This design comes from an exercise in tuning for small area, a short achievable clock period and few clock cycles per item on the open sky130 flow, not from production work.
The RTL was checked by simulation tests, not by an equivalence proof against the original design.
No activity file was given, so power comes from the tool's default toggle rates.

// fixed_chunk_free_list
module fixed_chunk_free_list
#(
   parameter int MAX_CHUNKS = 256
)(
   input  logic                  clock,
   input  logic                  reset,
   input  logic                  req_valid,
   output logic                  req_ready,
   input  logic [1:0]            req_kind,
   input  logic [OFFSET_W-1:0]   req_byte_offset,
   output logic                  rsp_valid,
   input  logic                  rsp_ready,
   output logic [1:0]            rsp_status,
   output logic [OFFSET_W-1:0]   rsp_chunk_offset,
   input  logic                  csr_psel,
   input  logic                  csr_penable,
   input  logic                  csr_pwrite,
   input  logic [CSR_ADDR_W-1:0] csr_paddr,
   input  logic [CSR_DATA_W-1:0] csr_pwdata,
   output logic [CSR_DATA_W-1:0] csr_prdata,
   output logic                  csr_pready
);
Size: roughly 5000 cells after synthesis, ~90000 um^2 of cells after synthesis.
Settings: LEC_CHECK=0, CAP_MARGIN=20, CORE_MARGIN=2, CORE_UTILIZATION=70, CTS_CLUSTER_DIAMETER=100, CTS_CLUSTER_SIZE=25, SETUP_SLACK_MARGIN=3.0, SLEW_MARGIN=20, TNS_END_PERCENT=5; clock period 6.0 ns.
run.sh (not shown) runs the stock make flow with config.mk's settings and CLKGATE_MAP_FILE= SYNTH_SCRIPT=/design/flow/synth_recipe.tcl, a recipe that flattens the netlist after the stock synthesis.
Testbench counts at the start, summed over its fixed seeds: cycles 9,640, items 9,624.
Next try:
Settings changed: CTS_CLUSTER_SIZE 25 to 30, TNS_END_PERCENT 5 to unset.
Synthesized cell count is unchanged.
Via count came out higher by 0.71%.
Final cell count barely changes.
Routed wire length came out higher by about 2%.
Global-route usage goes up by 0.21 points.
Total power falls by 1.6%.
Clock skew goes down by 3.9 ps.
Next try:
Settings changed: TNS_END_PERCENT set to 5.
Clock power barely changes.
Die area does not change.
Fmax climbs by 1.2%.
Count of clock-buffer cells in the layout stays the same.
Total power stays flat.
Hold slack stays flat.
Via count shrinks by 0.32%.
Combinational power decreases by about 1%.
Routed wire length came out lower by 0.52%.
Synthesized area is unchanged.
Next try:
Settings changed: CTS_CLUSTER_DIAMETER 100 to 60.
- hold slack hardly moves
- total power increases by 12%
- wire length increases by 0.48%
- die area stays the same
- global-route usage is about the same
- register-to-register slack got worse by 20 ps
- cell area increases by 2.1%
- synthesized cell count stays the same
- core utilization increases by 1.6 points
- clock power increases by 47%
- non-clock buffer count increases by 7

========
== job 101 ==
fixed_chunk_free_list again, from the RTL that the note above started with.
export LEC_CHECK = 0
export CAP_MARGIN = 20
export CORE_MARGIN = 2
export CORE_UTILIZATION = 70
export CTS_CLUSTER_DIAMETER = 60
export CTS_CLUSTER_SIZE = 30
export SETUP_SLACK_MARGIN = 3.0
export SLEW_MARGIN = 20
create_clock -name core_clock -period 6.0 [get_ports {clock}]
Looking at the reports, job 101 completed the entire flow and the layout it produced met the timing, DRC and antenna checks.
Testbench counts of job 101, summed over its fixed seeds: cycles 9,640, items 9,624.
### job 101 -> job 102
--- a/flow/config.mk
+++ b/flow/config.mk
@@ -12,3 +12,4 @@
 export CTS_CLUSTER_SIZE = 30
-export SETUP_SLACK_MARGIN = 3.0
+export SETUP_SLACK_MARGIN = 2.7
 export SLEW_MARGIN = 20
+export TNS_END_PERCENT = 5
### Flow results
Job 102 against job 101; buffer count from post-CTS setup fixing is down by more than a quarter.
Job 102 vs job 101, met3 usage in global routing went down by 1.1 points.
Between job 102 and job 101, core occupancy in the finished layout is lower for job 102, job 101 comes in above that.
Job 101 and job 102 ended up with roughly the same global-route track usage on met1.
Final area was lower in the run labelled job 102.
Compared with job 101, in job 102 total length of routed met2 wires lost about 7%, reg2reg setup slack went down 0.17 ns, worst-case headroom to the max-slew limit now larger.
Changes observed in job 102 relative to job 101: static leakage power saw a decrease, post-route worst setup slack saw a decrease.
--- input diff job 102..job 103 ---
--- a/flow/config.mk
+++ b/flow/config.mk
@@ -10,5 +10,5 @@
 export CORE_UTILIZATION = 70
-export CTS_CLUSTER_DIAMETER = 60
+export CTS_CLUSTER_DIAMETER = 80
 export CTS_CLUSTER_SIZE = 30
-export SETUP_SLACK_MARGIN = 2.7
+export SETUP_SLACK_MARGIN = 3.0
 export SLEW_MARGIN = 20
--- outcome ---
Job 103 has completed all stages; timing, DRC and antenna checks passed. Total count of max-transition violations in the final report: job 102 vs job 103 identical. Comparing job 103 and job 102, the higher overall global routing resource usage is on job 103. Any difference in cell count between job 103 and job 102 is small enough to ignore. Share of final layout cell area taken by non-clock buffers, job 103 and job 102, lower one = job 102. Non-clock buffer count up about 30% in job 103 wrt job 102. Signed area change from the synthesized netlist to the final layout ended up 0.66 points higher on job 103 than on job 102.
The inputs of job 104 differ from those of job 103 as listed below.
--- a/flow/config.mk
+++ b/flow/config.mk
@@ -9,4 +9,4 @@
 export CORE_MARGIN = 2
-export CORE_UTILIZATION = 70
-export CTS_CLUSTER_DIAMETER = 80
+export CORE_UTILIZATION = 60
+export CTS_CLUSTER_DIAMETER = 60
 export CTS_CLUSTER_SIZE = 30
@@ -14,2 +14 @@
 export SLEW_MARGIN = 20
-export TNS_END_PERCENT = 5
The run showing the greater summed area of non-filler cells in the final layout is job 104.
Compared with job 103, placement density in the core of job 104 is lower.
Sort job 103 and job 104 by worst voltage drop across the vdd grid desc -> top: job 103
In the flow results for job 103 and job 104, the detailed router's first-iteration violation count is smaller on job 104.
diff inputs: job 104 => job 105
--- a/flow/config.mk
+++ b/flow/config.mk
@@ -9,6 +9,7 @@
 export CORE_MARGIN = 2
-export CORE_UTILIZATION = 60
-export CTS_CLUSTER_DIAMETER = 60
-export CTS_CLUSTER_SIZE = 30
+export CORE_UTILIZATION = 70
+export CTS_CLUSTER_DIAMETER = 100
+export CTS_CLUSTER_SIZE = 28
 export SETUP_SLACK_MARGIN = 3.0
 export SLEW_MARGIN = 20
+export TNS_END_PERCENT = 5
### Flow results
- Against job 104, job 105 reports a portion of the layout cell area used by clock cells that is lower.
- ~same synthesized-area fraction occupied by xor and xnor cells in job 104 and job 105
- Summary — clock network power share, job 105 relative to job 104: lower, by 8.4 points.
- In the final reports, the cell area of job 105 is smaller than that of job 104.
- Compared with job 104, the router placed more vias in job 105.
- Diff job 104 -> job 105: final cycle utilization of the critical path up 2.3 points; post-synthesis share of cell area spent on full adders, half adders and majority gates closely matched the old numbers.

[afterwards: timing with drivers on the ports]
The flow's constraints put no driver on any port. The routed layouts listed below were extracted and timed again, unchanged, in two steps. Step 1: set_driving_cell puts a clkbuf_16 on clock and a buf_2 on each other input, an assumption about the parent block. Step 2 times the ports against the registers' clock, not the clock port: input delays grow and output delays shrink by t, the midpoint of the rising clock arrivals with the driver on. Slacks: ideal ports / drivers / drivers and shift; pairs: ideal ports / drivers.
run | shift t [ns] | setup slack, ns | clock arrival spread, ns | slew at the worst register clock pin (ns) | cell pins on the clock port's net
the first run of note 1 | 0.823 | 2.473 / 2.473 / 2.007 | 0.048 / 0.047 | 0.11 / 0.11 | 1
the second run of note 1 | 0.812 | 2.558 / 2.558 / 2.156 | 0.034 / 0.034 | 0.12 / 0.12 | 1
the third run of note 1 | 0.828 | 2.599 / 2.599 / 2.220 | 0.038 / 0.038 | 0.12 / 0.12 | 1
the fourth run of note 1 | 0.881 | 2.579 / 2.579 / 1.780 | 0.038 / 0.037 | 0.11 / 0.11 | 1
job 101 | 0.893 | 2.629 / 2.629 / 2.072 | 0.040 / 0.040 | 0.10 / 0.10 | 1
job 102 | 0.871 | 2.451 / 2.431 / 1.657 | 0.042 / 0.042 | 0.11 / 0.11 | 1
job 103 | 0.821 | 2.565 / 2.565 / 2.026 | 0.046 / 0.046 | 0.12 / 0.12 | 1
job 104 | 0.883 | 2.602 / 2.602 / 2.194 | 0.045 / 0.045 | 0.10 / 0.10 | 1
job 105 | 0.812 | 2.465 / 2.465 / 1.996 | 0.064 / 0.064 | 0.11 / 0.11 | 1
After both steps every run listed still meets setup and hold. The setup slack of the fourth run of note 1, which loses most, moves by 0.000 ns with the drivers and by -0.799 ns with both steps.
